Background: an optimization exercise with open tools, aiming at small area and a short achievable clock period. Do not read the settings as production practice.
Where RTL was checked, it was by simulation tests only, not by an equivalence proof against the original.
Function not checked in runs 1 and 4: the RTL went through the layout flow alone.
Power figures rest on the tool's default switching activity, not on a simulated workload.

## run.sh

```bash
#!/bin/bash
# synth_recipe.tcl (not shown) runs the flow's synth.tcl, then flattens the netlist and writes it again
# the make line also repeats each setting of config.mk as NAME=value (left out here)
make -C /OpenROAD-flow-scripts/flow DESIGN_CONFIG=/design/flow/config.mk WORK_HOME=/design/flow/orfs CLKGATE_MAP_FILE= SYNTH_SCRIPT=/design/flow/synth_recipe.tcl finish
```

## config.mk

```make
export PLATFORM = sky130hd
export DESIGN_NAME = bus_slave
export DESIGN_NICKNAME = bus_slave
export VERILOG_FILES = /design/flow/design.v
export SDC_FILE = /design/flow/constraint.sdc
export NUM_CORES = 4
export LEC_CHECK = 0
export CAP_MARGIN = 20
export CORE_MARGIN = 2
export CORE_UTILIZATION = 75
export CTS_BUF_LIST = sky130_fd_sc_hd__clkbuf_8
export CTS_CLUSTER_DIAMETER = 60
export CTS_CLUSTER_SIZE = 16
export SETUP_SLACK_MARGIN = 1.7
export SLEW_MARGIN = 20
```

## constraint.sdc

```tcl
create_clock -name core_clock -period 4.0 [get_ports {CLK}]
set_input_delay 0.8000 -clock core_clock [delete_from_list [all_inputs] [get_ports {CLK}]]
set_output_delay 0.8000 -clock core_clock [all_outputs]
set_load 0.01 [all_outputs]
```

## design.v

```verilog
module bus_slave (
    input  logic CLK,
    input  logic RSTN,
    input  logic B_UTIL,
    input  logic B_RW,
    input  logic B_BUS_IN,
    output logic S_ACK,
    output logic S_BUS_OUT,
    output logic S_BSY
);
    logic       s_addr, s_aack, s_wdata, s_wack, s_rdata;
    logic [3:0] cnt;
    logic [7:0] addr;        
    logic       ok;          
    logic       rw;
    logic [7:0] wd;          
    logic [7:0] rd;          
    wire idle = !S_BSY;
    wire last = (s_addr && (cnt == 4'd15)) ||
                ((s_aack || s_wack) && (cnt[1:0] == 2'd3)) ||
                ((s_wdata || s_rdata) && (cnt[2:0] == 3'd7));
    wire ok_d   = s_addr ? ((ok || (cnt == 4'd8)) && (B_BUS_IN == (cnt == 4'd12))) : ok;
    wire addr_d = s_addr && B_UTIL && !last;
    wire aack_d = (s_addr && B_UTIL && last) || (s_aack && !last);
    wire wdata_d = (s_aack && last && ok && rw) || (s_wdata && B_UTIL && !last);
    wire wack_d = (s_wdata && B_UTIL && last) || (s_wack && !last);
    wire rdata_d = (s_aack && last && ok && !rw) || (s_rdata && !(B_UTIL && last));
    wire inc    = (idle && B_UTIL) ||
                  (!last && (s_aack || s_wack || ((s_addr || s_wdata || s_rdata) && B_UTIL)));
    wire mem_we = s_wack && (cnt[1:0] == 2'd0);
    always_ff @(posedge CLK or negedge RSTN) begin
        if (!RSTN) begin
            s_addr    <= 1'b0;
            s_aack    <= 1'b0;
            s_wdata   <= 1'b0;
            s_wack    <= 1'b0;
            s_rdata   <= 1'b0;
            cnt       <= '0;
            S_BSY     <= 1'b0;
            S_ACK     <= 1'b0;
            S_BUS_OUT <= 1'b0;
        end else begin
            s_addr    <= (idle && B_UTIL) || addr_d;
            s_aack    <= aack_d;
            s_wdata   <= wdata_d;
            s_wack    <= wack_d;
            s_rdata   <= rdata_d;
            cnt       <= inc ? cnt + 4'd1 : 4'd0;
            S_BSY     <= (idle && B_UTIL) || addr_d || aack_d || wdata_d || wack_d || rdata_d;
            S_ACK     <= wack_d || (aack_d && ok_d);
            S_BUS_OUT <= s_rdata && B_UTIL && rd[cnt[2:0]];
        end
    end
    logic [2047:0] ring;     
    logic [7:0]    ph;       
    logic [7:0]    wq;       
    logic          wpend;    
    logic [3:0]    rlo;      
    logic [7:0]    rhi;      
    logic          rcap;     
    logic          rhit;     
    logic          wins;     
    logic [3:0]    wport;
    wire rwin_n = (s_addr && (cnt >= 4'd9)) || (s_aack && (cnt[1:0] != 2'd3));
    wire [7:0] rnext   = addr + ph + 8'd1;        
    wire       wpend_n = mem_we || (wpend && !wins);
    wire [7:0] wsel    = mem_we ? rnext : wq;     
    logic [7:0] tap;
    always_comb begin
        tap = '0;
        for (int m = 0; m < 32; m++)
            tap = tap | ({8{rhi[m / 4] & rlo[m % 4]}} & ring[64*m +: 8]);
    end
    always_ff @(posedge CLK) begin
        if (idle || (s_addr && !cnt[3])) addr <= {B_BUS_IN, addr[7:1]};
        ok <= ok_d;
        if (s_addr) rw <= B_RW;
        if (s_wdata) wd <= {B_BUS_IN, wd[7:1]};
        if (rcap) rd <= rhit ? wd : tap;
        ph    <= ph + 8'd1;
        wq    <= wsel + 8'd1;
        wpend <= wpend_n;
        rcap  <= rwin_n && (rnext[2:0] == 3'd0);
        for (int i = 0; i < 4; i++) rlo[i] <= (rnext[4:3] == 2'(i));
        for (int i = 0; i < 8; i++) rhi[i] <= (rnext[7:5] == 3'(i));
        rhit  <= wpend_n && (rnext == wsel);
        wins  <= wpend_n && (wsel[3:0] == 4'd0);
        wport <= wsel[7:4];
    end
    always_ff @(posedge CLK) begin
        for (int s = 0; s < 256; s++) begin
            if ((s % 16 == 1) && wins && (wport == 4'(s / 16)))
                ring[8*s +: 8] <= wd;
            else
                ring[8*s +: 8] <= ring[8*((s + 255) % 256) +: 8];
        end
    end
endmodule
```

==> results.sh, run 1 <==
export IMPL_place_gp_congestion=0.788
export IMPL_cp_slowest_cell="dfxtp_2"
export IMPL_fin_area_um2=51400
export IMPL_cts_hold_buffers_added=0
export IMPL_grt_max_degree=26
export IMPL_dieArea_um2=65500
export IMPL_rows=92
export IMPL_tightest_slew_ns=1.04
export IMPL_required_ns=4.54
export IMPL_synth_main_ff_cell="dfxtp_1"
export IMPL_vdd_drop_max_uv=442
export IMPL_drive_gt1_share_pct=11.6
export IMPL_wire_per_inst_um=21.8
export IMPL_cts_made_buffers=151
export IMPL_cp_start_kind="flip-flop"
export IMPL_hold_path_class="reg2reg"
export IMPL_cp_depth=6
export IMPL_io_buffers=7
export IMPL_viasPerCell=5.23
export IMPL_async_flop_share_pct=0.566
export IMPL_yosys_area_top_type="dfxtp_1"
export IMPL_path_common_cell="a21oi_1"
export IMPL_fin_tns_setup_ns=0
export IMPL_h_tree_depth=4
export IMPL_drc=0
export IMPL_cts_buffer_depth=3
export IMPL_fmax_mhz=439
export IMPL_clock_sinks=2122
export IMPL_status="complete, no violations"
export IMPL_netlist_instances=2830
export IMPL_track_usage_pct=26.1
export IMPL_cp_max_fo=25
export IMPL_stdcell_count=3852
export IMPL_yosys_top_cells_count="dfxtp_1 (2085), nand2_1 (111), a22oi_1 (77)"
export IMPL_dp_cells=3654
export IMPL_coreArea_um2=62900
export IMPL_crit_family="compound AO/OA/AOI/OAI gates"
export IMPL_finalHoldViolations=0
export IMPL_syn_nets=2850
export IMPL_wl_um=84000
export IMPL_antenna_left=0
export IMPL_grt_first_pass_wirelength_um=125000
export IMPL_layout_min_cycle_time_ns=2.28
export IMPL_setup_viol=0
export IMPL_initial_core_util_pct=75.7
export IMPL_path_cells="a22oi_1 -> nand3_1 -> a222oi_1 -> o2111ai_1 -> a21oi_1 -> a21oi_1"
export IMPL_clkTransAtPathRegs_ns=0.10
export IMPL_io_pins=8
export IMPL_synth_cell_types=72
export IMPL_clock_latency_ns=0.81
export IMPL_power_mw=34.0
export IMPL_synth_most_common_cell="dfxtp_1"
export IMPL_root_buffer="clkbuf_8"
export IMPL_cts_tree="yes"
export IMPL_overflow=0
export IMPL_crit_type="reg2reg"
export IMPL_cp_end_kind="flip-flop"
export IMPL_grt_pass1_vias=20800
export IMPL_syn_area_um2=47600
export IMPL_finalCritPeriodShare_pct=57.0
export IMPL_whs_ns=0.312
export IMPL_path_buf_inv=0
export IMPL_drt_initial_drc_count=1746
export IMPL_hold_path_cell_count=0
export IMPL_slowest_delay_ns=0.62
export IMPL_synth_top_area_share_pct=87.7
export IMPL_die_w_um=256
export IMPL_ys_seq_area_share_pct=89.9
export IMPL_relSlewSlack_pct=30.7
export IMPL_fp_dieH_um=256
export IMPL_fin_util_pct=81.7
export IMPL_ff2ff_path_depth=6
export IMPL_synthTopCellsByArea="dfxtp_1 (88%), mux2_2 (1.7%), edfxtp_1 (1.6%), a22oi_1 (1.2%), nand2_1 (0.88%)"
export IMPL_final_nets=2996
export IMPL_setup_slack_ns=1.72
export IMPL_syn_area_per_cell_um2=16.8
export IMPL_dpl_hpwl_um=50900
export IMPL_num_vias=20100
export IMPL_skew_ns=0.0295
export IMPL_cp_arrival_ns=2.82
export IMPL_yosysWarnings=1
export IMPL_dp_slack_ns=1.43
export IMPL_drv_cap=0
export IMPL_r2r_slack_ns=1.72
export IMPL_syn_to_final_growth_pct=7.91
export IMPL_drt_first_pass_iters=5
export IMPL_rsz0062_at_grt="true"
export IMPL_leakagePower_nw=20.4
export IMPL_power_density_nw_per_um2=662
export IMPL_grt_antenna_before_repair=1
export IMPL_report_final_slew_viol_count=0
export IMPL_synth_seq_cells=2122
export IMPL_synth_edf_count=25
export IMPL_place_area_um2=48700
what timing repair did:
| item | 4_1_cts | 5_1_grt |
|---|---|---|
| buffers inserted | 7 | 8 |
| pin swaps | 8 | 9 |
| gates resized for setup | 29 | 20 |
| setup endpoints to repair | 21 | 39 |
cell usage in the layout (no fill, tap or decap), types with 25 or more instances in the layout:
cell      count
buf_4        38
inv_1        37
a22oi_1      77
nand3_1      30
dfxtp_1    2071
mux2_2       73
clkbuf_8    157
nor2_1       30
o21ai_0      65
edfxtp_1     25
nand2_1     107
cells by family after synthesis:
group,synth area share [%]
simple gates,2.39
fa+ha+maj,0.410
flops,89.9
xor+xnor,0.455
buf+inv,0.689
compound gates,4.15
mux,2.00
sequential cells by signal, indices dropped and copies added, names as in the netlist, 4 cells and up:
register  count
ring       2048
addr          8
ph            8
rd            8
rhi           8
wd            8
wq            8
cnt           4
rlo           4
wport         4
layer usage:
layer  up-vias  GRT usage, %  share of wire [%]
met5         -             0                  0
met4         0          10.9                3.6
met3       197          5.38                5.8
met2       593          40.5                 46
met1      9851          36.5                 45
li1       9501             -                  -
worst paths after layout:
check	startpoint	endpoint
max reg2reg	rhi[1]$_DFF_P_	rd[7]$_DFFE_PP_
max in group asynchronous	RSTN	cnt[0]$_DFF_PN0_
min in group asynchronous	RSTN	S_ACK$_DFF_PN0_
min	ring[2043]$_DFF_P_	ring[3]$_DFF_P_
min reg2reg	ring[2043]$_DFF_P_	ring[3]$_DFF_P_
max	rhi[1]$_DFF_P_	rd[7]$_DFFE_PP_
power by group:
part	switching (mW)	internal (mW)	leakage [nW]
logic	1.11	0.629	1.93
registers	0.737	21.9	17.2
clock network	5.97	3.65	1.25
worst register-to-register path, stage by stage (launching register included):
cell	delay [ns]
dfxtp_2	0.62
a22oi_1	0.36
nand3_1	0.12
a222oi_1	0.52
o2111ai_1	0.19
a21oi_1	0.15
a21oi_1	0.06
final cells by class:
class / count / area [um^2]
flip-flops and latches: 2122 / 42800
fillers: 3037 / 11500
multi-input cells: 629 / 4680
clock buffers: 157 / 2160
well taps: 846 / 1060
repair buffers: 48 / 389
clock inverters: 25 / 168
inverters: 24 / 90.1
diodes: 1 / 2.50
==> run 2, diff against run 1 <==
--- a/design.v
+++ b/design.v
@@ -54,4 +54,5 @@
     logic [2047:0] ring;     
     logic [7:0]    ph;       
+    logic [7:0]    rp;       
     logic [7:0]    wq;       
     logic          wpend;    
@@ -62,8 +63,9 @@
     logic          wins;     
     logic [3:0]    wport;
-    wire rwin_n = (s_addr && (cnt >= 4'd9)) || (s_aack && (cnt[1:0] != 2'd3));
-    wire [7:0] rnext   = addr + ph + 8'd1;        
+    logic [7:0]    tq;
+    logic          rcap_q, rhit_q;
+    wire rwin_n = (s_addr && (cnt >= 4'd9)) || (s_aack && !cnt[1]);
     wire       wpend_n = mem_we || (wpend && !wins);
-    wire [7:0] wsel    = mem_we ? rnext : wq;     
+    wire [7:0] wsel    = mem_we ? rp : wq;       
     logic [7:0] tap;
     always_comb begin
@@ -77,14 +79,18 @@
         if (s_addr) rw <= B_RW;
         if (s_wdata) wd <= {B_BUS_IN, wd[7:1]};
-        if (rcap) rd <= rhit ? wd : tap;
         ph    <= ph + 8'd1;
+        rp    <= addr + ph + 8'd2;
         wq    <= wsel + 8'd1;
         wpend <= wpend_n;
-        rcap  <= rwin_n && (rnext[2:0] == 3'd0);
-        for (int i = 0; i < 4; i++) rlo[i] <= (rnext[4:3] == 2'(i));
-        for (int i = 0; i < 8; i++) rhi[i] <= (rnext[7:5] == 3'(i));
-        rhit  <= wpend_n && (rnext == wsel);
+        rcap  <= rwin_n && (rp[2:0] == 3'd0);
+        for (int i = 0; i < 4; i++) rlo[i] <= (rp[4:3] == 2'(i));
+        for (int i = 0; i < 8; i++) rhi[i] <= (rp[7:5] == 3'(i));
+        rhit  <= wpend && !wins && (rp == wq);
         wins  <= wpend_n && (wsel[3:0] == 4'd0);
         wport <= wsel[7:4];
+        tq     <= tap;
+        rcap_q <= rcap;
+        rhit_q <= rhit;
+        if (rcap_q) rd <= rhit_q ? wd : tq;
     end
     always_ff @(posedge CLK) begin
--- a/config.mk
+++ b/config.mk
@@ -12,4 +12,4 @@
 export CTS_CLUSTER_DIAMETER = 60
 export CTS_CLUSTER_SIZE = 16
-export SETUP_SLACK_MARGIN = 1.7
+export SETUP_SLACK_MARGIN = 1.5
 export SLEW_MARGIN = 20
==> results.sh, run 2 <==
export IMPL_root_buffer="clkbuf_8"
export IMPL_required_ns=3.20
export IMPL_coreArea_um2=63100
export IMPL_netlist_instances=2758
export IMPL_viasPerCell=5.18
export IMPL_fin_util_pct=81.4
export IMPL_grtUsageMet3_pct=4.51
export IMPL_power_mw=34.3
export IMPL_drc=0
export IMPL_grt_max_degree=35
export IMPL_h_tree_depth=4
export IMPL_leakagePower_nw=20.6
export IMPL_die_w_um=257
export IMPL_crit_family="flip-flops"
export IMPL_ff2ff_path_depth=8
export IMPL_hold_path_cell_count=0
export IMPL_clkTransAtPathRegs_ns=0.10
export IMPL_syn_area_um2=47900
export IMPL_crit_type="reg2out"
export IMPL_finalHoldViolations=0
export IMPL_setup_viol=0
export IMPL_syn_to_final_growth_pct=7.09
export IMPL_synth_main_ff_cell="dfxtp_1"
export IMPL_use_met1_pct=35.5
export IMPL_cts_hold_buffers_added=0
export IMPL_rows=92
export IMPL_cts_tree="yes"
export IMPL_cp_end_kind="output pin"
export IMPL_clock_latency_ns=0.81
export IMPL_synth_top_area_share_pct=87.8
export IMPL_largest_register_ffs=2048
export IMPL_path_buf_inv=1
export IMPL_yosysWarnings=1
export IMPL_hold_path_class="reg2reg"
export IMPL_power_density_nw_per_um2=667
export IMPL_drt_initial_drc_count=1468
export IMPL_layout_min_cycle_time_ns=2.31
export IMPL_cts_made_buffers=151
export IMPL_grt_first_pass_wirelength_um=119000
export IMPL_grt_pass1_vias=19900
export IMPL_place_gp_congestion=0.821
export IMPL_synth_seq_cells=2140
export IMPL_synthTopCellsByArea="dfxtp_1 (88%), mux2_2 (2.4%), edfxtp_1 (1.6%), a22oi_1 (1.1%), dfrtp_1 (0.63%)"
export IMPL_track_usage_pct=24.8
export IMPL_rsz0062_at_grt="false"
export IMPL_yosys_area_top_type="dfxtp_1"
export IMPL_tightest_slew_ns=1.06
export IMPL_final_common_cell="dfxtp_1"
export IMPL_skew_ns=0.0286
export IMPL_path_cells="dlygate4sd2_1"
export IMPL_synth_most_common_cell="dfxtp_1"
export IMPL_layout_common_cells="dfxtp_1 (2100), clkbuf_8 (159), mux2_2 (103), a22oi_1 (69), nand2_1 (50)"
export IMPL_met2_usage_pct=37.7
export IMPL_io_pins=8
export IMPL_fin_tns_setup_ns=0
export IMPL_wl_um=80200
export IMPL_overflow=0
export IMPL_syn_area_per_cell_um2=17.4
export IMPL_dieArea_um2=66000
export IMPL_synth_edf_count=25
export IMPL_relSlewSlack_pct=29.4
export IMPL_yosys_top_cells_count="dfxtp_1 (2103), mux2_2 (103), a22oi_1 (69)"
export IMPL_cp_depth=1
export IMPL_report_final_slew_viol_count=0
export IMPL_num_vias=19400
export IMPL_slowest_delay_ns=0.41
export IMPL_fmax_mhz=433
export IMPL_drt_first_pass_iters=6
export IMPL_wire_per_inst_um=21.3
export IMPL_final_nets=2910
export IMPL_io_buffers=7
export IMPL_grt_busiest_layer="met2"
export IMPL_cp_arrival_ns=1.51
export IMPL_initial_core_util_pct=76.0
export IMPL_status="complete, no violations"
export IMPL_drive_gt1_share_pct=11.2
export IMPL_synth_cell_types=58
export IMPL_r2r_slack_ns=1.78
export IMPL_cp_slowest_cell="dfrtp_1"
export IMPL_vdd_drop_max_uv=486
export IMPL_drv_cap=0
export IMPL_cp_max_fo=2
export IMPL_grt_antenna_before_repair=3
export IMPL_finalCritPeriodShare_pct=57.7
export IMPL_syn_nets=2784
export IMPL_ys_seq_area_share_pct=90.0
export IMPL_clock_sinks=2140
export IMPL_largest_register="ring"
export IMPL_fp_dieH_um=257
export IMPL_dpl_hpwl_um=48000
export IMPL_cts_buffer_depth=3
export IMPL_cp_start_kind="flip-flop"
export IMPL_async_flop_share_pct=0.561
export IMPL_antenna_left=0
run 2: metrics by stage:
| step | setup slack (ns) | instance area, um^2 | hold slack [ns] | instances |
|---|---|---|---|---|
| after floorplan | 2.09 | 47900 | 0.310 | 2758 |
| after global placement | 1.74 | 49000 | 0.309 | 3576 |
| after detailed placement | 1.74 | 49000 | 0.312 | 3576 |
| after CTS | 1.63 | 51300 | 0.297 | 3756 |
| after global routing | 1.55 | 51300 | 0.317 | 3756 |
| final | 1.69 | 51300 | 0.306 | 3757 |
run 2: path summary, 6_finish.rpt:
kind / end / from
setup / recovery: S_BSY / S_BSY$_DFF_PN0_
hold / removal: ring[1240]$_DFF_P_ / ring[1232]$_DFF_P_
setup reg to reg: wq[4]$_DFF_P_ / cnt[1]$_DFF_PN0_
hold reg to reg: ring[1240]$_DFF_P_ / ring[1232]$_DFF_P_
max in group asynchronous: cnt[1]$_DFF_PN0_ / RSTN
min in group asynchronous: S_BUS_OUT$_DFF_PN0_ / RSTN
run 2: layout make-up:
type                       count  area [um^2]
inverter                      22         82.6
antenna                        1         2.50
sequential                  2140        43200
fill                        3199        11700
timing repair buffer          30          251
multi-input combinational    539         4470
clock inverter                20          133
clock buffer                 159         2190
tap                          846         1060
run 2: cell families (layout without fill, tap and decap cells):
| logic type | count (synthesis) | after routing | synth area share [%] |
|---|---|---|---|
| xor+xnor | 27 | 27 | 0.493 |
| flops | 2140 | 2140 | 90.0 |
| compound gates | 188 | 188 | 3.01 |
| other cells | 0 | 1 | 0 |
| fa+ha+maj | 21 | 21 | 0.564 |
| mux | 146 | 146 | 3.59 |
| buf+inv | 79 | 231 | 0.673 |
| simple gates | 157 | 157 | 1.65 |
run 2: routing by layer:
metal  vias up  wire length [um]
met2       563             36000
met4         2              2860
met3       179              3710
met5         -                13
li1       9188                 -
met1      9515             37600
run 2: report_power, final:
group	internal [mW]	switching [mW]
Sequential	22.2	0.773
Combinational	0.544	1.09
Clock	3.67	5.95
Total	26.4	7.81
run 2: repair_timing:
| item | CTS | global route |
|---|---|---|
| setup buffers | 1 | 0 |
| endpoints found under the setup margin | 3 | 0 |
| gates resized for setup | 3 | 0 |
==> run 3, diff against run 2 <==
--- a/config.mk
+++ b/config.mk
@@ -12,4 +12,4 @@
 export CTS_CLUSTER_DIAMETER = 60
 export CTS_CLUSTER_SIZE = 16
-export SETUP_SLACK_MARGIN = 1.5
+export SETUP_SLACK_MARGIN = 2.0
 export SLEW_MARGIN = 20
==> results.sh, run 3 <==
export IMPL_finalCritPeriodShare_pct=54.2
export IMPL_r2r_end="rp[7]$_DFF_P_"
export IMPL_r2r_slack_ns=2.00
export IMPL_finalHoldViolations=0
export IMPL_seq_power_share_pct=67.1
export IMPL_whs_ns=0.305
export IMPL_path_buf_inv=1
export IMPL_regArea_um2=43200
export IMPL_power_frac_comb_pct=4.9
export IMPL_synth_main_ff_cell="dfxtp_1"
export IMPL_syn_area_um2=47900
export IMPL_wire_per_inst_um=21.3
export IMPL_cts_hold_buffers_added=0
export IMPL_largest_register_ffs=2048
export IMPL_p_sw_share_pct=22.8
export IMPL_rsz0062_at_grt="true"
export IMPL_layout_common_cells="dfxtp_1 (2097), clkbuf_8 (159), mux2_2 (103), a22oi_1 (69), nand2_1 (50)"
export IMPL_dp_slack_ns=1.74
export IMPL_dpl_hpwl_um=48000
export IMPL_cts_made_buffers=151
export IMPL_crit_family="flip-flops"
export IMPL_synth_edf_count=25
export IMPL_status="complete, no violations"
export IMPL_dieArea_um2=66000
export IMPL_setup_viol=0
export IMPL_path_cells="buf_2"
export IMPL_p_clk_share_pct=28.0
export IMPL_async_flop_share_pct=0.561
export IMPL_overflow=0
export IMPL_grt_first_pass_wirelength_um=119000
export IMPL_holdPathEnd="ring[1240]$_DFF_P_"
export IMPL_layout_min_cycle_time_ns=2.17
export IMPL_drc=0
export IMPL_cts_buffer_depth=3
export IMPL_root_buffer="clkbuf_8"
export IMPL_report_final_slew_viol_count=0
export IMPL_initial_core_util_pct=76.0
export IMPL_timing_rr_start="addr[1]$_DFFE_PP_"
export IMPL_rows=92
export IMPL_skew_ns=0.0296
export IMPL_synth_top_area_share_pct=87.8
export IMPL_h_tree_depth=4
export IMPL_hold_path_cell_count=0
export IMPL_hold_path_class="reg2reg"
export IMPL_cts_tree="yes"
export IMPL_io_buffers=7
export IMPL_fin_tns_setup_ns=0
export IMPL_slowest_delay_ns=0.41
export IMPL_netlist_instances=2758
export IMPL_synth_cell_types=58
export IMPL_grt_pass1_vias=19900
export IMPL_wl_um=80300
export IMPL_grt_max_degree=35
export IMPL_vdd_drop_max_uv=480
export IMPL_largest_register="ring"
export IMPL_cp_max_fo=2
export IMPL_clock_sinks=2140
export IMPL_crit_type="reg2out"
export IMPL_tightest_slew_ns=1.02
export IMPL_yosys_area_top_type="dfxtp_1"
export IMPL_io_pins=8
export IMPL_cp_start_kind="flip-flop"
export IMPL_synth_most_common_cell="dfxtp_1"
export IMPL_syn_area_per_cell_um2=17.4
export IMPL_drt_first_pass_iters=7
export IMPL_multi_input_area_um2=4540
export IMPL_setup_slack_ns=1.83
export IMPL_relSlewSlack_pct=31.9
export IMPL_clkTransAtPathRegs_ns=0.10
export IMPL_yosysWarnings=1
export IMPL_grt_antenna_before_repair=3
export IMPL_place_gp_congestion=0.821
export IMPL_drive_gt1_share_pct=12.0
export IMPL_viasPerCell=5.15
export IMPL_ys_seq_area_share_pct=90.0
export IMPL_synthTopCellsByArea="dfxtp_1 (88%), mux2_2 (2.4%), edfxtp_1 (1.6%), a22oi_1 (1.1%), dfrtp_1 (0.63%)"
export IMPL_drv_cap=0
export IMPL_fp_dieH_um=257
export IMPL_coreArea_um2=63100
export IMPL_final_nets=2914
export IMPL_synth_seq_cells=2140
export IMPL_required_ns=3.20
export IMPL_final_common_cell="dfxtp_1"
export IMPL_track_usage_pct=24.8
export IMPL_yosys_top_cells_count="dfxtp_1 (2103), mux2_2 (103), a22oi_1 (69)"
export IMPL_antenna_left=0
export IMPL_cp_arrival_ns=1.37
export IMPL_p_sw_mw=7.82
export IMPL_syn_to_final_growth_pct=7.33
export IMPL_p_int_mw=26.5
export IMPL_num_vias=19400
export IMPL_syn_nets=2784
export IMPL_leakagePower_nw=20.6
export IMPL_power_density_nw_per_um2=667
export IMPL_drt_initial_drc_count=1287
export IMPL_fmax_mhz=462
export IMPL_die_w_um=257
export IMPL_cp_end_kind="output pin"
export IMPL_clock_latency_ns=0.81
export IMPL_ff2ff_path_depth=11
export IMPL_cp_slowest_cell="dfrtp_1"
export IMPL_hp_start="ring[1232]$_DFF_P_"
export IMPL_fill_cells=3175
[run 3: cell counts after synthesis]
Identical to the previous run, type by type.
[run 3: stage by stage]
| step | utilization [%] | total power [mW] | cells | instance area (um^2) |
|---|---|---|---|---|
| finish | 81.6 | 34.3 | 3761 | 51500 |
| global route | 81.6 | 35.4 | 3760 | 51400 |
| CTS | 81.4 | 34.4 | 3757 | 51400 |
| detailed placement | 77.7 | 25.1 | 3576 | 49000 |
| global placement | 77.7 | 25.0 | 3576 | 49000 |
| floorplan | - | 24.1 | 2758 | 47900 |
[run 3: what timing repair did]
action	in CTS	in global routing
resized for setup	19	18
pin swaps	2	1
setup endpoints to repair	21	71
buffers inserted	2	3
cloned	0	0
endpoints found under the hold margin	0	0
[run 3: metal layers]
layer  vias up  track usage (%)  part of all wire (%)
li1       9192                -                     -
met4         2             10.8                   3.6
met5         -                0                 0.016
met3       183             4.51                   4.6
met1      9467             35.6                    47
met2       517             37.6                    45
[run 3: kinds of logic (layout without fill, tap and decap cells)]
kind of cell,Yosys count,count (layout),share of synthesized area [%]
buffers and inverters,79,235,0.673
AOI/OAI and AO/OA,188,188,3.01
xor gates and xnor gates,27,27,0.493
muxes,146,146,3.59
adders and majority gates,21,21,0.564
other,0,1,0
and+or+nand+nor,157,157,1.65
DFF,2140,2140,90.0
[run 3: power by group through the flow]
| stage | logic [mW] | registers [mW] | clock network (mW) |
|---|---|---|---|
| floorplan | 1.12 | 23.0 | 0 |
| global placement | 1.55 | 23.4 | 0 |
| detailed placement | 1.59 | 23.5 | 0 |
| CTS | 1.62 | 23.0 | 9.82 |
| global route | 1.77 | 23.1 | 10.6 |
| finish | 1.68 | 23.0 | 9.60 |
[run 3: layout make-up]
type,instances,area share [%]
Clock buffer,159,4.25
Tap cell,846,2.06
Antenna cell,1,0.00486
Multi-Input combinational cell,539,8.83
Timing Repair Buffer,34,0.550
Inverter,22,0.160
Sequential cell,2140,83.9
Clock inverter,20,0.258
[run 3: how the worst max path moves through the flow]
stage / start / endpoint / slack, ns / cells past startpoint
3_3_place_gp: B_BUS_IN / S_ACK$_DFF_PN0_ / 1.74 / 5
5_1_grt: S_BSY$_DFF_PN0_ / S_BSY / 1.77 / 1
3_5_place_dp: B_BUS_IN / S_ACK$_DFF_PN0_ / 1.74 / 5
6_report: S_BSY$_DFF_PN0_ / S_BSY / 1.83 / 1
2_1_floorplan: ph[1]$_DFF_P_ / rp[7]$_DFF_P_ / 2.09 / 11
4_1_cts: S_BSY$_DFF_PN0_ / S_BSY / 1.77 / 1
==> run 4, diff against run 3 <==
--- a/design.v
+++ b/design.v
@@ -16,5 +16,5 @@
     logic [7:0] wd;          
     logic [7:0] rd;          
-    wire idle = !S_BSY;
+    wire idle = !(s_addr || s_aack || s_wdata || s_wack || s_rdata);
     wire last = (s_addr && (cnt == 4'd15)) ||
                 ((s_aack || s_wack) && (cnt[1:0] == 2'd3)) ||
--- a/config.mk
+++ b/config.mk
@@ -9,5 +9,5 @@
 export CORE_MARGIN = 2
 export CORE_UTILIZATION = 75
-export CTS_BUF_LIST = sky130_fd_sc_hd__clkbuf_8
+export CTS_BUF_LIST = sky130_fd_sc_hd__clkbuf_8 sky130_fd_sc_hd__clkbuf_16
 export CTS_CLUSTER_DIAMETER = 60
 export CTS_CLUSTER_SIZE = 16
==> results.sh, run 4 <==
export IMPL_crit_type="reg2reg"
export IMPL_cp_max_fo=8
export IMPL_multi_input_area_um2=4610
export IMPL_synthTopCellsByArea="dfxtp_1 (88%), mux2_2 (2.4%), edfxtp_1 (1.6%), a22oi_1 (1.2%), dfrtp_1 (0.63%)"
export IMPL_yosys_area_share_simple_pct=1.49
export IMPL_report_final_slew_viol_count=0
export IMPL_hp_start="ring[221]$_DFF_P_"
export IMPL_synth_edf_count=25
export IMPL_setup_viol=0
export IMPL_syn_area_per_cell_um2=17.4
export IMPL_final_common_cell="dfxtp_1"
export IMPL_cp_arrival_ns=2.68
export IMPL_synth_most_common_cell="dfxtp_1"
export IMPL_synth_xor_xnor_area_share_pct=0.512
export IMPL_wire_per_inst_um=26.4
export IMPL_fin_util_pct=84.8
export IMPL_cts_hold_buffers_added=0
export IMPL_required_ns=4.60
export IMPL_wl_um=99500
export IMPL_coreArea_um2=63100
export IMPL_finalCritPeriodShare_pct=51.8
export IMPL_leakagePower_nw=21.5
export IMPL_yosys_area_top_type="dfxtp_1"
export IMPL_largest_register="ring"
export IMPL_clock_latency_ns=0.75
export IMPL_yosys_top_cells_count="dfxtp_1 (2103), mux2_2 (102), a22oi_1 (77)"
export IMPL_status="complete, no violations"
export IMPL_cts_tree="yes"
export IMPL_whs_ns=0.297
export IMPL_drt_first_pass_iters=6
export IMPL_overflow=0
export IMPL_drt_initial_drc_count=1782
export IMPL_io_buffers=7
export IMPL_finalHoldViolations=0
export IMPL_cp_slowest_cell="or3_2"
export IMPL_clock_sinks=2140
export IMPL_synth_fa_ha_area_share_pct=0.564
export IMPL_largest_register_ffs=2048
export IMPL_fmax_mhz=482
export IMPL_vdd_drop_max_uv=552
export IMPL_final_nets=2925
export IMPL_fin_area_um2=53500
export IMPL_cp_end_kind="flip-flop"
export IMPL_cts_made_buffers=151
export IMPL_async_flop_share_pct=0.561
export IMPL_regArea_um2=43200
export IMPL_antenna_left=0
export IMPL_drc=0
export IMPL_power_density_nw_per_um2=708
export IMPL_cp_depth=3
export IMPL_synth_top_family_by_area="multiplexers"
export IMPL_root_buffer="clkbuf_16"
export IMPL_crit_family="simple AND/OR/NAND/NOR gates"
export IMPL_synth_main_ff_cell="dfxtp_1"
export IMPL_syn_to_final_growth_pct=11.5
export IMPL_track_usage_pct=29.2
export IMPL_ys_seq_area_share_pct=90.0
export IMPL_rows=92
export IMPL_grt_max_degree=32
export IMPL_io_pins=8
export IMPL_rsz0062_at_grt="true"
export IMPL_path_cells="nand3b_1 -> or3_2 -> mux2_4"
export IMPL_viasPerCell=5.49
export IMPL_place_area_um2=49000
export IMPL_timing_rr_start="wport[2]$_DFF_P_"
export IMPL_ff2ff_path_depth=3
export IMPL_yosysWarnings=1
export IMPL_syn_nets=2778
export IMPL_dp_slack_ns=1.46
export IMPL_dpl_hpwl_um=48200
export IMPL_drv_cap=0
export IMPL_drive_gt1_share_pct=13.2
export IMPL_grt_first_pass_wirelength_um=140000
export IMPL_place_gp_congestion=0.819
export IMPL_synth_top_area_share_pct=87.8
export IMPL_synth_mux_area_share_pct=3.61
export IMPL_grt_antenna_before_repair=6
export IMPL_setup_slack_ns=1.93
export IMPL_num_vias=20700
export IMPL_relSlewSlack_pct=25.6
export IMPL_dieArea_um2=65900
export IMPL_startpoint="wport[2]$_DFF_P_"
export IMPL_cts_buffer_depth=3
export IMPL_initial_core_util_pct=76.0
export IMPL_synth_seq_cells=2140
export IMPL_fill_cells=2667
export IMPL_h_tree_depth=4
export IMPL_skew_ns=0.0413
export IMPL_fp_dieH_um=257
export IMPL_hold_path_class="reg2reg"
export IMPL_synth_compound_area_share_pct=3.10
export IMPL_fin_tns_setup_ns=0
export IMPL_synth_cell_types=62
export IMPL_tightest_slew_ns=1.12
export IMPL_grt_pass1_vias=21900
export IMPL_clkTransAtPathRegs_ns=0.11
export IMPL_cp_start_kind="flip-flop"
export IMPL_layout_min_cycle_time_ns=2.07
export IMPL_slowest_delay_ns=0.83
export IMPL_path_buf_inv=0
export IMPL_hold_path_cell_count=0
export IMPL_die_w_um=257
export IMPL_layout_common_cells="dfxtp_1 (2097), clkbuf_16 (158), mux2_2 (102), a22oi_1 (77), buf_4 (43)"
export IMPL_netlist_instances=2752
export IMPL_syn_area_um2=47900
==> run 4: cell count changes after synthesis, moves of 3 or more <==
cell / previous run / this run
clkbuf_1: 37 / 41
a222oi_1: 21 / 18
nor2b_1: 8 / 3
a21oi_1: 21 / 24
nand2_1: 50 / 39
a22oi_1: 69 / 77
==> run 4: logic make-up (layout without fill, tap and decap cells) <==
logic type | after synthesis | count (layout)
buffers and inverters | 83 | 249
AO/OA/AOI/OAI | 195 | 195
other | 0 | 3
AND/OR/NAND/NOR | 138 | 138
XOR/XNOR | 28 | 28
adder cells (fa/ha/maj) | 21 | 21
flip-flops | 2140 | 2140
multiplexers | 147 | 147
==> run 4: metal layers <==
metal / track usage [%] / vias up / part of all wire (%)
li1: - / 9255 / -
met1: 39.7 / 10400 / 42
met2: 47.6 / 815 / 49
met3: 5.65 / 248 / 6.1
met4: 10.3 / 4 / 3.5
met5: 0 / - / 0.021
==> run 4: cell type report <==
cell class                 instances  area share (%)
inverter                          22           0.154
multi-input combinational        529            8.62
clock inverter                    14           0.241
antenna                            3          0.0140
sequential                      2140            80.7
clock buffer                     158            7.40
tap                              846            1.98
timing repair buffer              55           0.861
==> run 4: what timing repair did <==
action / 4_1_cts / 5_1_grt
buffers inserted: 13 / 10
pin swaps: 8 / 5
setup endpoints to repair: 82 / 77
resized for setup: 37 / 24
==> run 4: report_power, final <==
group          leakage, nW  switching (mW)  internal [mW]  total (mW)
clock network         2.03            7.01           7.03        14.0
logic                 2.10           0.950          0.452        1.40
registers             17.3           0.495           21.9        22.4
==> run 4: through the flow <==
step	instances	total power, mW
2_1_floorplan	2752	23.3
5_1_grt	3764	38.7
6_report	3767	37.8
3_3_place_gp	3569	23.9
4_1_cts	3754	37.6
3_5_place_dp	3569	24.0
==> run 4: worst register-to-register path: stages (launching register included) <==
cell	delay [ns]
dfxtp_1	0.34
nand3b_1	0.36
or3_2	0.83
mux2_4	0.42
==> run 4: path summary, 6_finish.rpt <==
kind | to | slack (ns)
max in group asynchronous | cnt[0]$_DFF_PN0_ | 3.16
hold / removal | ring[229]$_DFF_P_ | 0.30
setup reg to reg | ring[1032]$_DFF_P_ | 1.93
setup / recovery | ring[1032]$_DFF_P_ | 1.93
hold reg to reg | ring[229]$_DFF_P_ | 0.30
min in group asynchronous | S_BUS_OUT$_DFF_PN0_ | 0.43
==> run 5, diff against run 4 <==
--- a/design.v
+++ b/design.v
@@ -61,9 +61,10 @@
     logic          rcap;     
     logic          rhit;     
-    logic          wins;     
-    logic [3:0]    wport;
+    logic [3:0]    whi;      
+    logic [3:0]    wlo;
     logic [7:0]    tq;
     logic          rcap_q, rhit_q;
     wire rwin_n = (s_addr && (cnt >= 4'd9)) || (s_aack && !cnt[1]);
+    wire       wins    = |whi;
     wire       wpend_n = mem_we || (wpend && !wins);
     wire [7:0] wsel    = mem_we ? rp : wq;       
@@ -87,6 +88,6 @@
         for (int i = 0; i < 8; i++) rhi[i] <= (rp[7:5] == 3'(i));
         rhit  <= wpend && !wins && (rp == wq);
-        wins  <= wpend_n && (wsel[3:0] == 4'd0);
-        wport <= wsel[7:4];
+        for (int i = 0; i < 4; i++) whi[i] <= wpend_n && (wsel[3:0] == 4'd0) && (wsel[7:6] == 2'(i));
+        for (int i = 0; i < 4; i++) wlo[i] <= (wsel[5:4] == 2'(i));
         tq     <= tap;
         rcap_q <= rcap;
@@ -96,5 +97,5 @@
     always_ff @(posedge CLK) begin
         for (int s = 0; s < 256; s++) begin
-            if ((s % 16 == 1) && wins && (wport == 4'(s / 16)))
+            if ((s % 16 == 1) && whi[s / 64] && wlo[(s / 16) % 4])
                 ring[8*s +: 8] <= wd;
             else
--- a/config.mk
+++ b/config.mk
@@ -9,7 +9,7 @@
 export CORE_MARGIN = 2
 export CORE_UTILIZATION = 75
-export CTS_BUF_LIST = sky130_fd_sc_hd__clkbuf_8 sky130_fd_sc_hd__clkbuf_16
-export CTS_CLUSTER_DIAMETER = 60
-export CTS_CLUSTER_SIZE = 16
+export CTS_BUF_LIST = sky130_fd_sc_hd__clkbuf_8
+export CTS_CLUSTER_DIAMETER = 35
+export CTS_CLUSTER_SIZE = 20
 export SETUP_SLACK_MARGIN = 2.0
 export SLEW_MARGIN = 20
==> results.sh, run 5 <==
export IMPL_path_buf_inv=1
export IMPL_final_common_cell="dfxtp_1"
export IMPL_cp_end_kind="output pin"
export IMPL_grtUsageMet3_pct=4.44
export IMPL_num_vias=19900
export IMPL_cp_arrival_ns=1.37
export IMPL_layout_common_cells="dfxtp_1 (2100), clkbuf_8 (177), mux2_2 (136), nand2_1 (65), a22oi_1 (65)"
export IMPL_drt_first_pass_iters=6
export IMPL_synth_seq_cells=2143
export IMPL_synthTopCellsByArea="dfxtp_1 (88%), mux2_2 (3.2%), edfxtp_1 (1.6%), a22oi_1 (1.0%), a22o_1 (0.99%)"
export IMPL_tightest_slew_ns=1.22
export IMPL_fmax_mhz=462
export IMPL_fin_tns_setup_ns=0
export IMPL_yosys_area_top_type="dfxtp_1"
export IMPL_syn_nets=2792
export IMPL_cts_buffer_depth=3
export IMPL_r2r_end="rp[7]$_DFF_P_"
export IMPL_yosys_top_cells_count="dfxtp_1 (2106), mux2_2 (136), a22oi_1 (65), nand2_1 (65), a22o_1 (54)"
export IMPL_drc=0
export IMPL_use_met1_pct=35.2
export IMPL_whs_ns=0.308
export IMPL_cts_hold_buffers_added=0
export IMPL_synth_most_common_cell="dfxtp_1"
export IMPL_vdd_drop_max_uv=639
export IMPL_hold_path_class="reg2reg"
export IMPL_report_final_slew_viol_count=0
export IMPL_wire_per_inst_um=21.2
export IMPL_grt_antenna_before_repair=3
export IMPL_cts_tree="yes"
export IMPL_die_w_um=257
export IMPL_timing_rr_start="addr[1]$_DFFE_PP_"
export IMPL_synth_edf_count=25
export IMPL_leakagePower_nw=21.5
export IMPL_drive_gt1_share_pct=16.7
export IMPL_wl_um=82800
export IMPL_synth_cell_types=56
export IMPL_grt_pass1_vias=20900
export IMPL_cp_slowest_cell="dfrtp_1"
export IMPL_place_gp_congestion=0.789
export IMPL_grt_max_degree=31
export IMPL_power_density_nw_per_um2=701
export IMPL_rsz0062_at_grt="true"
export IMPL_skew_ns=0.0336
export IMPL_ys_seq_area_share_pct=90.0
export IMPL_slowest_delay_ns=0.40
export IMPL_final_nets=2938
export IMPL_cp_max_fo=1
export IMPL_grt_busiest_layer="met2"
export IMPL_fp_dieH_um=257
export IMPL_antenna_left=0
export IMPL_crit_family="flip-flops"
export IMPL_netlist_instances=2766
export IMPL_coreArea_um2=63200
export IMPL_cts_made_buffers=170
export IMPL_crit_type="reg2out"
export IMPL_viasPerCell=5.10
export IMPL_setup_slack_ns=1.83
export IMPL_initial_core_util_pct=76.0
export IMPL_h_tree_depth=4
export IMPL_largest_register_ffs=2048
export IMPL_power_mw=37.3
export IMPL_relSlewSlack_pct=18.7
export IMPL_root_buffer="clkbuf_8"
export IMPL_clock_sinks=2143
export IMPL_clock_latency_ns=0.84
export IMPL_grt_first_pass_wirelength_um=125000
export IMPL_async_flop_share_pct=0.560
export IMPL_dieArea_um2=66100
export IMPL_required_ns=3.20
export IMPL_cp_start_kind="flip-flop"
export IMPL_fin_util_pct=84.2
export IMPL_finalHoldViolations=0
export IMPL_stdcell_count=3903
export IMPL_clkTransAtPathRegs_ns=0.11
export IMPL_r2r_slack_ns=2.04
export IMPL_finalCritPeriodShare_pct=54.1
export IMPL_met2_usage_pct=41.3
export IMPL_synth_main_ff_cell="dfxtp_1"
export IMPL_cp_depth=1
export IMPL_dpl_hpwl_um=45400
export IMPL_syn_area_per_cell_um2=17.4
export IMPL_status="complete, no violations"
export IMPL_diodes=0
export IMPL_layout_min_cycle_time_ns=2.17
export IMPL_track_usage_pct=25.8
export IMPL_rows=92
export IMPL_synth_top_area_share_pct=87.8
export IMPL_dp_cells=3577
export IMPL_dp_slack_ns=1.81
export IMPL_fin_area_um2=53200
export IMPL_io_pins=8
export IMPL_path_cells="buf_2"
export IMPL_cp_endpoint="S_BSY"
export IMPL_io_buffers=7
export IMPL_ff2ff_path_depth=11
export IMPL_drv_cap=0
export IMPL_syn_area_um2=48000
export IMPL_drt_initial_drc_count=1352
export IMPL_startpoint="S_BSY$_DFF_PN0_"
export IMPL_syn_to_final_growth_pct=10.9
export IMPL_overflow=0
export IMPL_setup_viol=0
export IMPL_largest_register="ring"
export IMPL_place_area_um2=49000
export IMPL_yosysWarnings=1
[run 5: cell count changes after synthesis, moves of 4 or more]
cell / delta
nor3_1: +9
clkbuf_1: -13
buf_2: +6
nand2_1: +26
a22o_1: +24
mux2_1: -20
mux2_4: -15
a21oi_1: -16
nand4_1: +5
nand3b_1: -4
nor2_2: -8
o211ai_1: -4
mux2_2: +34
a22oi_1: -12
[run 5: final cells by class]
class	instances	area (um^2)
Timing Repair Buffer	30	234
Sequential cell	2143	43200
Multi-Input combinational cell	547	4560
Tap cell	846	1060
Clock inverter	140	1650
Inverter	20	75.1
Fill cell	2736	9950
Clock buffer	177	2440
[run 5: repair_timing]
action / 4_1_cts / 5_1_grt
gates resized for setup: 26 / 12
setup endpoints to repair: 20 / 20
setup buffers: 4 / 5
cloned: 0 / 0
pin swaps: 5 / 1
[run 5: how the worst min path moves through the flow]
stage	startpoint	endpoint	slack, ns	cells past startpoint
2_1_floorplan	rcap$_DFF_P_	rcap_q$_DFF_P_	0.31	0
4_1_cts	RSTN	cnt[2]$_DFF_PN0_	0.26	1
3_5_place_dp	ring[1342]$_DFF_P_	ring[1350]$_DFF_P_	0.31	0
6_report	ring[701]$_DFF_P_	ring[709]$_DFF_P_	0.31	0
5_1_grt	RSTN	cnt[2]$_DFF_PN0_	0.30	1
3_3_place_gp	ring[1296]$_DFF_P_	ring[1304]$_DFF_P_	0.31	0
[run 5: cell families after synthesis]
family	Yosys count	share of synthesized area (%)
AO/OA/AOI/OAI	184	3.06
XOR/XNOR	27	0.493
adder cells (fa/ha/maj)	21	0.563
buffers and inverters	76	0.696
flip-flops	2143	90.0
multiplexers	146	3.48
AND/OR/NAND/NOR	169	1.71
[run 5: per-layer routing]
layer	up-vias	share of wire (%)
li1	9428	-
met1	9776	45
met2	515	47
met3	170	4.4
met4	0	3.4
met5	-	0
[run 5: where the power goes]
group          switching, mW  internal, mW  leakage, nW
clock                   7.51          5.69         2.08
sequential             0.690          21.9         17.4
combinational          0.979         0.509         2.10
total                   9.17          28.1         21.5
==> run 6, diff against run 5 <==
--- a/config.mk
+++ b/config.mk
@@ -10,6 +10,6 @@
 export CORE_UTILIZATION = 75
 export CTS_BUF_LIST = sky130_fd_sc_hd__clkbuf_8
-export CTS_CLUSTER_DIAMETER = 35
-export CTS_CLUSTER_SIZE = 20
+export CTS_CLUSTER_DIAMETER = 60
+export CTS_CLUSTER_SIZE = 16
 export SETUP_SLACK_MARGIN = 2.0
 export SLEW_MARGIN = 20
==> results.sh, run 6 <==
export IMPL_status="complete, no violations"
export IMPL_place_gp_congestion=0.789
export IMPL_grt_antenna_before_repair=5
export IMPL_yosys_top_cells_count="dfxtp_1 (2106), mux2_2 (136), a22oi_1 (65), nand2_1 (65), a22o_1 (54)"
export IMPL_initial_core_util_pct=76.0
export IMPL_syn_to_final_growth_pct=6.91
export IMPL_clock_sinks=2143
export IMPL_die_w_um=257
export IMPL_track_usage_pct=24.2
export IMPL_syn_area_per_cell_um2=17.4
export IMPL_drt_initial_drc_count=1246
export IMPL_startpoint="S_ACK$_DFF_PN0_"
export IMPL_hold_path_class="reg2reg"
export IMPL_cp_depth=1
export IMPL_root_buffer="clkbuf_8"
export IMPL_rows=92
export IMPL_dieArea_um2=66100
export IMPL_skew_ns=0.0255
export IMPL_cp_max_fo=1
export IMPL_clkTransAtPathRegs_ns=0.10
export IMPL_layout_min_cycle_time_ns=2.11
export IMPL_cp_arrival_ns=1.31
export IMPL_synthTopCellsByArea="dfxtp_1 (88%), mux2_2 (3.2%), edfxtp_1 (1.6%), a22oi_1 (1.0%), a22o_1 (0.99%)"
export IMPL_cp_end_kind="output pin"
export IMPL_largest_register_ffs=2048
export IMPL_drc=0
export IMPL_fmax_mhz=474
export IMPL_drv_cap=0
export IMPL_fin_tns_setup_ns=0
export IMPL_cts_made_buffers=151
export IMPL_grt_first_pass_wirelength_um=118000
export IMPL_netlist_instances=2766
export IMPL_cts_tree="yes"
export IMPL_vdd_drop_max_uv=470
export IMPL_ys_seq_area_share_pct=90.0
export IMPL_synth_edf_count=25
export IMPL_required_ns=3.20
export IMPL_crit_family="flip-flops"
export IMPL_tightest_slew_ns=1.19
export IMPL_r2r_end="tq[7]$_DFF_P_"
export IMPL_viasPerCell=5.15
export IMPL_final_common_cell="dfxtp_1"
export IMPL_rsz0062_at_grt="true"
export IMPL_drt_first_pass_iters=8
export IMPL_grt_pass1_vias=20200
export IMPL_ff2ff_path_depth=5
export IMPL_r2r_slack_ns=2.05
export IMPL_wl_um=77800
export IMPL_overflow=0
export IMPL_setup_viol=0
export IMPL_async_flop_share_pct=0.560
export IMPL_final_nets=2918
export IMPL_timing_rr_start="rhi[3]$_DFF_P_"
export IMPL_hold_path_cell_count=0
export IMPL_power_mw=33.4
export IMPL_coreArea_um2=63200
export IMPL_synth_most_common_cell="dfxtp_1"
export IMPL_syn_area_um2=48000
export IMPL_cts_buffer_depth=3
export IMPL_synth_seq_cells=2143
export IMPL_syn_nets=2792
export IMPL_yosysWarnings=1
export IMPL_synth_cell_types=56
export IMPL_cp_start_kind="flip-flop"
export IMPL_cp_slowest_cell="dfrtp_1"
export IMPL_h_tree_depth=4
export IMPL_largest_register="ring"
export IMPL_cp_endpoint="S_ACK"
export IMPL_io_pins=8
export IMPL_synth_top_area_share_pct=87.8
export IMPL_fp_dieH_um=257
export IMPL_num_vias=19300
export IMPL_antenna_left=0
export IMPL_grt_max_degree=31
export IMPL_cts_hold_buffers_added=0
export IMPL_dpl_hpwl_um=45400
export IMPL_leakagePower_nw=20.6
export IMPL_synth_main_ff_cell="dfxtp_1"
export IMPL_drive_gt1_share_pct=12.3
export IMPL_finalHoldViolations=0
export IMPL_yosys_area_top_type="dfxtp_1"
export IMPL_path_cells="buf_6"
export IMPL_crit_type="reg2out"
export IMPL_clock_latency_ns=0.79
export IMPL_io_buffers=7
export IMPL_power_density_nw_per_um2=651
export IMPL_finalCritPeriodShare_pct=52.8
export IMPL_layout_common_cells="dfxtp_1 (2100), clkbuf_8 (154), mux2_2 (136), nand2_1 (65), a22oi_1 (65)"
export IMPL_relSlewSlack_pct=20.5
export IMPL_slowest_delay_ns=0.41
export IMPL_path_buf_inv=1
export IMPL_wire_per_inst_um=20.7
export IMPL_fill_cells=3095
export IMPL_report_final_slew_viol_count=0
## run 6: layout make-up
type                    instances  area [um^2]  area share [%]
repair buffers                 29          226           0.441
flip-flops and latches       2143        43200            84.2
clock buffers                 154         2120            4.13
well taps                     846         1060            2.06
clock inverters                12         57.6           0.112
inverters                      20         75.1           0.146
diodes                          3         7.51          0.0146
multi-input cells             547         4560            8.89
## run 6: through the flow
stage / instance area, um^2 / util (%) / std cells / worst slack, ns / hold slack, ns
final: 51300 / 81.2 / 3754 / 1.89 / 0.322
after detailed placement: 49000 / 77.5 / 3577 / 1.81 / 0.312
after global placement: 49000 / 77.5 / 3577 / 1.81 / 0.310
after global routing: 51300 / 81.2 / 3752 / 1.81 / 0.325
after floorplan: 48000 / - / 2766 / 2.03 / 0.310
after CTS: 51200 / 81.1 / 3746 / 1.81 / 0.314
## run 6: repair_timing
action / 4_1_cts / 5_1_grt
setup buffers: 3 / 5
gates resized for setup: 26 / 11
pin swaps: 5 / 1
setup endpoints to repair: 19 / 20
## run 6: worst min path at each step
stage / start / end
floorplan: rcap$_DFF_P_ / rcap_q$_DFF_P_
global placement: ring[1296]$_DFF_P_ / ring[1304]$_DFF_P_
detailed placement: ring[1342]$_DFF_P_ / ring[1350]$_DFF_P_
CTS: RSTN / cnt[3]$_DFF_PN0_
global route: ring[720]$_DFF_P_ / ring[728]$_DFF_P_
finish: ring[993]$_DFF_P_ / ring[1001]$_DFF_P_
## run 6: cells by family (layout without fill, tap and decap cells)
| logic type | Yosys count | after routing | synth area share [%] |
|---|---|---|---|
| compound gates | 184 | 184 | 3.06 |
| xor+xnor | 27 | 27 | 0.493 |
| fa+ha+maj | 21 | 21 | 0.563 |
| buf+inv | 76 | 215 | 0.696 |
| flops | 2143 | 2143 | 90.0 |
| mux | 146 | 146 | 3.48 |
| other cells | 0 | 3 | 0 |
| simple gates | 169 | 169 | 1.71 |
## run 6: routing by layer
metal  part of all wire [%]  vias up  wire length, um  global-route usage (%)
met5                      0        -                0                       0
met4                    3.4        0             2650                    10.3
met3                    5.0      156             3890                    4.28
met2                     46      517            35500                    37.9
met1                     46     9428            35800                    33.7
li1                       -     9216                -                       -
## run 6: report_power, final
| group | internal, mW | switching (mW) |
|---|---|---|
| combinational | 0.509 | 0.954 |
| sequential | 21.9 | 0.680 |
| clock | 3.48 | 5.84 |
## run 6: worst reg2reg max path, stage by stage, from the launching register on
cell and delay, ns:
dfxtp_1 0.43, buf_4 0.34, a222oi_1 0.47, inv_1 0.08, a222oi_1 0.43, nand2_1 0.11
==> run 7, diff against run 6 <==
==> flow/run.sh (new file) <==
#!/bin/bash
# The standard layout, with one change to clock tree synthesis: a clkbuf_16 root
# and tree with clkbuf_16 sink buffers, for a shorter clock insertion delay.
set -euo pipefail
here=$(pwd)
export CTS_ARGS="-sink_clustering_enable -repair_clock_nets -sink_clustering_size 28 -sink_clustering_max_diameter 40 -buf_list {sky130_fd_sc_hd__clkbuf_8 sky130_fd_sc_hd__clkbuf_16} -root_buf sky130_fd_sc_hd__clkbuf_16 -tree_buf sky130_fd_sc_hd__clkbuf_16 -sink_clustering_buffer sky130_fd_sc_hd__clkbuf_16"
bash standard.sh > "$here/standard_flow.log" 2>&1
==> standard.sh (new file) <==
#!/bin/bash
# synth_recipe.tcl (not shown) runs the flow's synth.tcl, then flattens the netlist and writes it again
# the make line also repeats each setting of config.mk as NAME=value (left out here)
make -C /OpenROAD-flow-scripts/flow DESIGN_CONFIG=/design/flow/config.mk WORK_HOME=/design/flow/orfs CLKGATE_MAP_FILE= SYNTH_SCRIPT=/design/flow/synth_recipe.tcl "${@:-finish}"
--- a/config.mk
+++ b/config.mk
@@ -9,7 +9,4 @@
 export CORE_MARGIN = 2
 export CORE_UTILIZATION = 75
-export CTS_BUF_LIST = sky130_fd_sc_hd__clkbuf_8
-export CTS_CLUSTER_DIAMETER = 60
-export CTS_CLUSTER_SIZE = 16
 export SETUP_SLACK_MARGIN = 2.0
 export SLEW_MARGIN = 20
removed: run.sh
==> results.sh, run 7 <==
export IMPL_ys_seq_area_share_pct=90.0
export IMPL_root_buffer="clkbuf_16"
export IMPL_dp_cells=3577
export IMPL_grt_max_degree=31
export IMPL_setup_viol=0
export IMPL_status="complete, no violations"
export IMPL_crit_family="flip-flops"
export IMPL_wl_um=94100
export IMPL_num_vias=20600
export IMPL_synth_edf_count=25
export IMPL_fin_tns_setup_ns=0
export IMPL_synth_seq_cells=2143
export IMPL_hold_path_cell_count=0
export IMPL_cp_start_kind="flip-flop"
export IMPL_power_mw=40.3
export IMPL_hp_start="ring[1243]$_DFF_P_"
export IMPL_synth_cell_types=56
export IMPL_finalHoldViolations=0
export IMPL_yosysWarnings=1
export IMPL_rsz0062_at_grt="true"
export IMPL_whs_ns=0.310
export IMPL_holdPathEnd="ring[1251]$_DFF_P_"
export IMPL_track_usage_pct=29.1
export IMPL_largest_register_ffs=2048
export IMPL_largest_register="ring"
export IMPL_syn_to_final_growth_pct=13.3
export IMPL_netlist_instances=2766
export IMPL_report_final_slew_viol_count=0
export IMPL_stdcell_count=3860
export IMPL_dieArea_um2=66100
export IMPL_fin_area_um2=54400
export IMPL_r2r_end="rp[7]$_DFF_P_"
export IMPL_final_nets=2918
export IMPL_synth_top_area_share_pct=87.8
export IMPL_timing_rr_start="addr[1]$_DFFE_PP_"
export IMPL_cts_tree="yes"
export IMPL_synthTopCellsByArea="dfxtp_1 (88%), mux2_2 (3.2%), edfxtp_1 (1.6%), a22oi_1 (1.0%), a22o_1 (0.99%)"
export IMPL_cp_arrival_ns=1.26
export IMPL_clock_sinks=2143
export IMPL_cp_max_fo=1
export IMPL_required_ns=3.20
export IMPL_io_buffers=7
export IMPL_layout_min_cycle_time_ns=2.06
export IMPL_clkTransAtPathRegs_ns=0.10
export IMPL_grt_first_pass_wirelength_um=140000
export IMPL_drv_cap=0
export IMPL_vdd_drop_max_uv=638
export IMPL_syn_area_um2=48000
export IMPL_final_common_cell="dfxtp_1"
export IMPL_h_tree_depth=4
export IMPL_finalCritPeriodShare_pct=51.6
export IMPL_cp_end_kind="output pin"
export IMPL_viasPerCell=5.34
export IMPL_fmax_mhz=485
export IMPL_die_w_um=257
export IMPL_async_flop_share_pct=0.560
export IMPL_skew_ns=0.0362
export IMPL_io_pins=8
export IMPL_grt_pass1_vias=22400
export IMPL_setup_slack_ns=1.94
export IMPL_tightest_slew_ns=1.16
export IMPL_cts_made_buffers=145
export IMPL_hold_path_class="reg2reg"
export IMPL_drc=0
export IMPL_fp_dieH_um=257
export IMPL_fin_util_pct=86.1
export IMPL_syn_area_per_cell_um2=17.4
export IMPL_cts_buffer_depth=3
export IMPL_drt_initial_drc_count=1732
export IMPL_path_cells="buf_2"
export IMPL_dp_slack_ns=1.81
export IMPL_grt_antenna_before_repair=5
export IMPL_power_density_nw_per_um2=740
export IMPL_slowest_delay_ns=0.39
export IMPL_fill_cells=2305
export IMPL_rows=92
export IMPL_leakagePower_nw=22.0
export IMPL_yosys_area_top_type="dfxtp_1"
export IMPL_syn_nets=2792
export IMPL_antenna_left=0
export IMPL_crit_type="reg2out"
export IMPL_drt_first_pass_iters=6
export IMPL_place_area_um2=49000
export IMPL_r2r_slack_ns=2.02
export IMPL_coreArea_um2=63200
export IMPL_ff2ff_path_depth=11
export IMPL_synth_most_common_cell="dfxtp_1"
export IMPL_synth_main_ff_cell="dfxtp_1"
export IMPL_overflow=0
export IMPL_relSlewSlack_pct=22.5
export IMPL_path_buf_inv=1
export IMPL_clock_latency_ns=0.74
export IMPL_cp_slowest_cell="dfrtp_1"
export IMPL_wire_per_inst_um=24.4
export IMPL_place_gp_congestion=0.789
export IMPL_dpl_hpwl_um=45400
export IMPL_initial_core_util_pct=76.0
export IMPL_layout_common_cells="dfxtp_1 (2099), clkbuf_16 (154), mux2_2 (136), nand2_1 (65), a22oi_1 (65)"
export IMPL_yosys_top_cells_count="dfxtp_1 (2106), mux2_2 (136), a22oi_1 (65), nand2_1 (65), a22o_1 (54)"
export IMPL_drive_gt1_share_pct=15.7
export IMPL_cts_hold_buffers_added=0
[run 7: cell counts after synthesis]
No cell type changed its count.
[run 7: cell families after synthesis]
kind of cell             after synthesis  share of synthesized area, %
flip-flops                          2143                          90.0
adder cells (fa/ha/maj)               21                         0.563
buffers and inverters                 76                         0.696
XOR/XNOR                              27                         0.493
AND/OR/NAND/NOR                      169                          1.71
multiplexers                         146                          3.48
AO/OA/AOI/OAI                        184                          3.06
[run 7: routing by layer]
layer	GRT usage (%)	part of all wire, %
met5	0	0
met3	5.47	5.4
met1	37.6	42
met2	47.5	48
met4	15.0	4.8
[run 7: worst max path at each step]
stage / from / endpoint / slack, ns / depth (start not counted)
floorplan: cnt[0]$_DFF_PN0_ / wq[6]$_DFF_P_ / 2.03 / 10
global placement: rhi[7]$_DFF_P_ / tq[5]$_DFF_P_ / 1.81 / 6
detailed placement: B_BUS_IN / S_ACK$_DFF_PN0_ / 1.81 / 6
CTS: S_BUS_OUT$_DFF_PN0_ / S_BUS_OUT / 1.89 / 1
global route: S_BUS_OUT$_DFF_PN0_ / S_BUS_OUT / 1.89 / 1
finish: S_BUS_OUT$_DFF_PN0_ / S_BUS_OUT / 1.94 / 1
[run 7: area by class of cell]
cell class	count	area [um^2]	share of cell area, %
inverters	20	77.6	0.143
clock buffers	159	3920	7.21
diodes	1	2.50	0.00460
multi-input cells	547	4570	8.39
repair buffers	35	283	0.520
well taps	846	1060	1.95
clock inverters	109	1280	2.35
flip-flops and latches	2143	43200	79.4
[run 7: timing repair]
item	4_1_cts	5_1_grt
pin swaps	6	4
setup buffers	9	5
resized for setup	32	13
gates cloned	0	0
setup endpoints to repair	23	22
[run 7: where the power goes]
group          internal [mW]  total [mW]  switching [mW]  leakage (nW)
logic                  0.540        1.60            1.06          2.13
registers               21.9        22.7           0.735          17.4
clock network           7.97        16.0            8.01          2.53
total                   30.4        40.3            9.81          22.0
==> run 8, diff against run 7 <==
==> flow/run.sh (replaced) <==
#!/bin/bash
# The standard layout, with one change to clock tree synthesis: a clkbuf_16 root
# and tree above clkbuf_8 sink buffers, for a shorter clock insertion delay.
set -euo pipefail
here=$(pwd)
export CTS_ARGS="-sink_clustering_enable -repair_clock_nets -sink_clustering_size 16 -sink_clustering_max_diameter 60 -buf_list {sky130_fd_sc_hd__clkbuf_8 sky130_fd_sc_hd__clkbuf_16} -root_buf sky130_fd_sc_hd__clkbuf_16 -tree_buf sky130_fd_sc_hd__clkbuf_16 -sink_clustering_buffer sky130_fd_sc_hd__clkbuf_8"
bash standard.sh > "$here/standard_flow.log" 2>&1
--- a/config.mk
+++ b/config.mk
@@ -8,5 +8,5 @@
 export CAP_MARGIN = 20
 export CORE_MARGIN = 2
-export CORE_UTILIZATION = 75
+export CORE_UTILIZATION = 85
 export SETUP_SLACK_MARGIN = 2.0
 export SLEW_MARGIN = 20
==> results.sh, run 8 <==
export IMPL_synthTopCellsByArea="dfxtp_1 (88%), mux2_2 (3.2%), edfxtp_1 (1.6%), a22oi_1 (1.0%), a22o_1 (0.99%)"
export IMPL_root_buffer="clkbuf_16"
export IMPL_netlist_instances=2766
export IMPL_io_pins=8
export IMPL_yosys_top_cells_count="dfxtp_1 (2106), mux2_2 (136), a22oi_1 (65), nand2_1 (65), a22o_1 (54)"
export IMPL_place_gp_congestion=0.842
export IMPL_postCtsSetupRepairBufs=8
export IMPL_cts_made_buffers=151
export IMPL_yosysWarnings=1
export IMPL_clock_sinks=2143
export IMPL_synth_main_ff_cell="dfxtp_1"
export IMPL_yosys_area_top_type="dfxtp_1"
export IMPL_ys_seq_area_share_pct=90.0
export IMPL_fp_dieH_um=242
export IMPL_rows=87
export IMPL_synth_most_common_cell="dfxtp_1"
export IMPL_syn_area_um2=48000
export IMPL_cts_buffer_depth=3
export IMPL_initial_core_util_pct=85.5
export IMPL_synth_top_area_share_pct=87.8
export IMPL_async_flop_share_pct=0.560
export IMPL_dp_cells=3485
export IMPL_io_buffers=7
export IMPL_syn_nets=2792
export IMPL_syn_area_per_cell_um2=17.4
export IMPL_status="did not finish"
export IMPL_cts_hold_buffers_added=0
export IMPL_dpl_hpwl_um=58000
export IMPL_postCtsResizedCells=47
export IMPL_synth_edf_count=25
export IMPL_synth_seq_cells=2143
export IMPL_lastStage="clock tree synthesis"
export IMPL_error="[ERROR DPL-0033] detailed placement checks failed during check placement."
export IMPL_h_tree_depth=4
export IMPL_die_w_um=242
export IMPL_synth_cell_types=56
[run 8: cell counts after synthesis]
No cell type changed its count.
[run 8: power groups by stage]
stage                     Clock, mW  Combinational [mW]  Sequential [mW]
after floorplan                   0                1.03             22.6
after global placement            0                1.25             23.1
after detailed placement          0                1.41             23.2
[run 8: metrics by stage]
stage / utilization [%] / area, um^2 / hold WS [ns] / setup WS (ns)
after floorplan: - / 48000 / 0.310 / 2.03
after global placement: 87.0 / 48900 / 0.310 / 1.90
after detailed placement: 87.0 / 48900 / 0.312 / 1.69
[run 8: worst max-delay path by stage]
stage                     cells past startpoint  slack (ns)             to             start
after floorplan                              10        2.03  wq[6]$_DFF_P_  cnt[0]$_DFF_PN0_
after global placement                        5        1.90  tq[3]$_DFF_P_    rlo[2]$_DFF_P_
after detailed placement                      9        1.69  wq[6]$_DFF_P_  cnt[1]$_DFF_PN0_
[run 8: kinds of logic after synthesis]
group / share of synthesized area, %
buf+inv: 0.696
flops: 90.0
simple gates: 1.71
mux: 3.48
xor+xnor: 0.493
compound gates: 3.06
fa+ha+maj: 0.563

-- re-timing with driven ports --
How much do the figures lean on ideal ports? The routed layouts below were timed once more, with nothing changed but the port constraints. Step 1 assumes that a clkbuf_16 drives the clock port and a buf_2 every other input. Step 2, shift: input delay + t, output delay - t, t = (earliest + latest rising clock arrival at the registers) / 2. This alone moves slack from input paths to output paths. Slacks: ideal ports / drivers / drivers and shift; pairs: ideal ports / drivers.
run | t, ns | setup slack, ns | clock arrival spread, ns | worst register clock-pin slew, ns | worst data-port slew with drivers (ns)
run 1 | 0.861 | 1.722 / 1.722 / 1.572 | 0.042 / 0.042 | 0.11 / 0.11 | 0.03
run 2 | 0.857 | 1.693 / 1.634 / 1.712 | 0.030 / 0.030 | 0.11 / 0.11 | 0.04
run 3 | 0.853 | 1.834 / 1.779 / 1.715 | 0.031 / 0.031 | 0.11 / 0.11 | 0.04
run 4 | 0.798 | 1.927 / 1.896 / 1.335 | 0.056 / 0.056 | 0.11 / 0.11 | 0.04
run 5 | 0.884 | 1.835 / 1.780 / 1.739 | 0.045 / 0.044 | 0.11 / 0.11 | 0.03
run 6 | 0.833 | 1.888 / 1.827 / 1.795 | 0.030 / 0.030 | 0.11 / 0.11 | 0.03
run 7 | 0.784 | 1.938 / 1.875 / 1.731 | 0.041 / 0.041 | 0.10 / 0.10 | 0.03
After both steps every run listed still meets setup and hold. For run 4, which loses most, drivers alone change the setup slack by -0.031 ns; drivers and shift together by -0.592 ns.
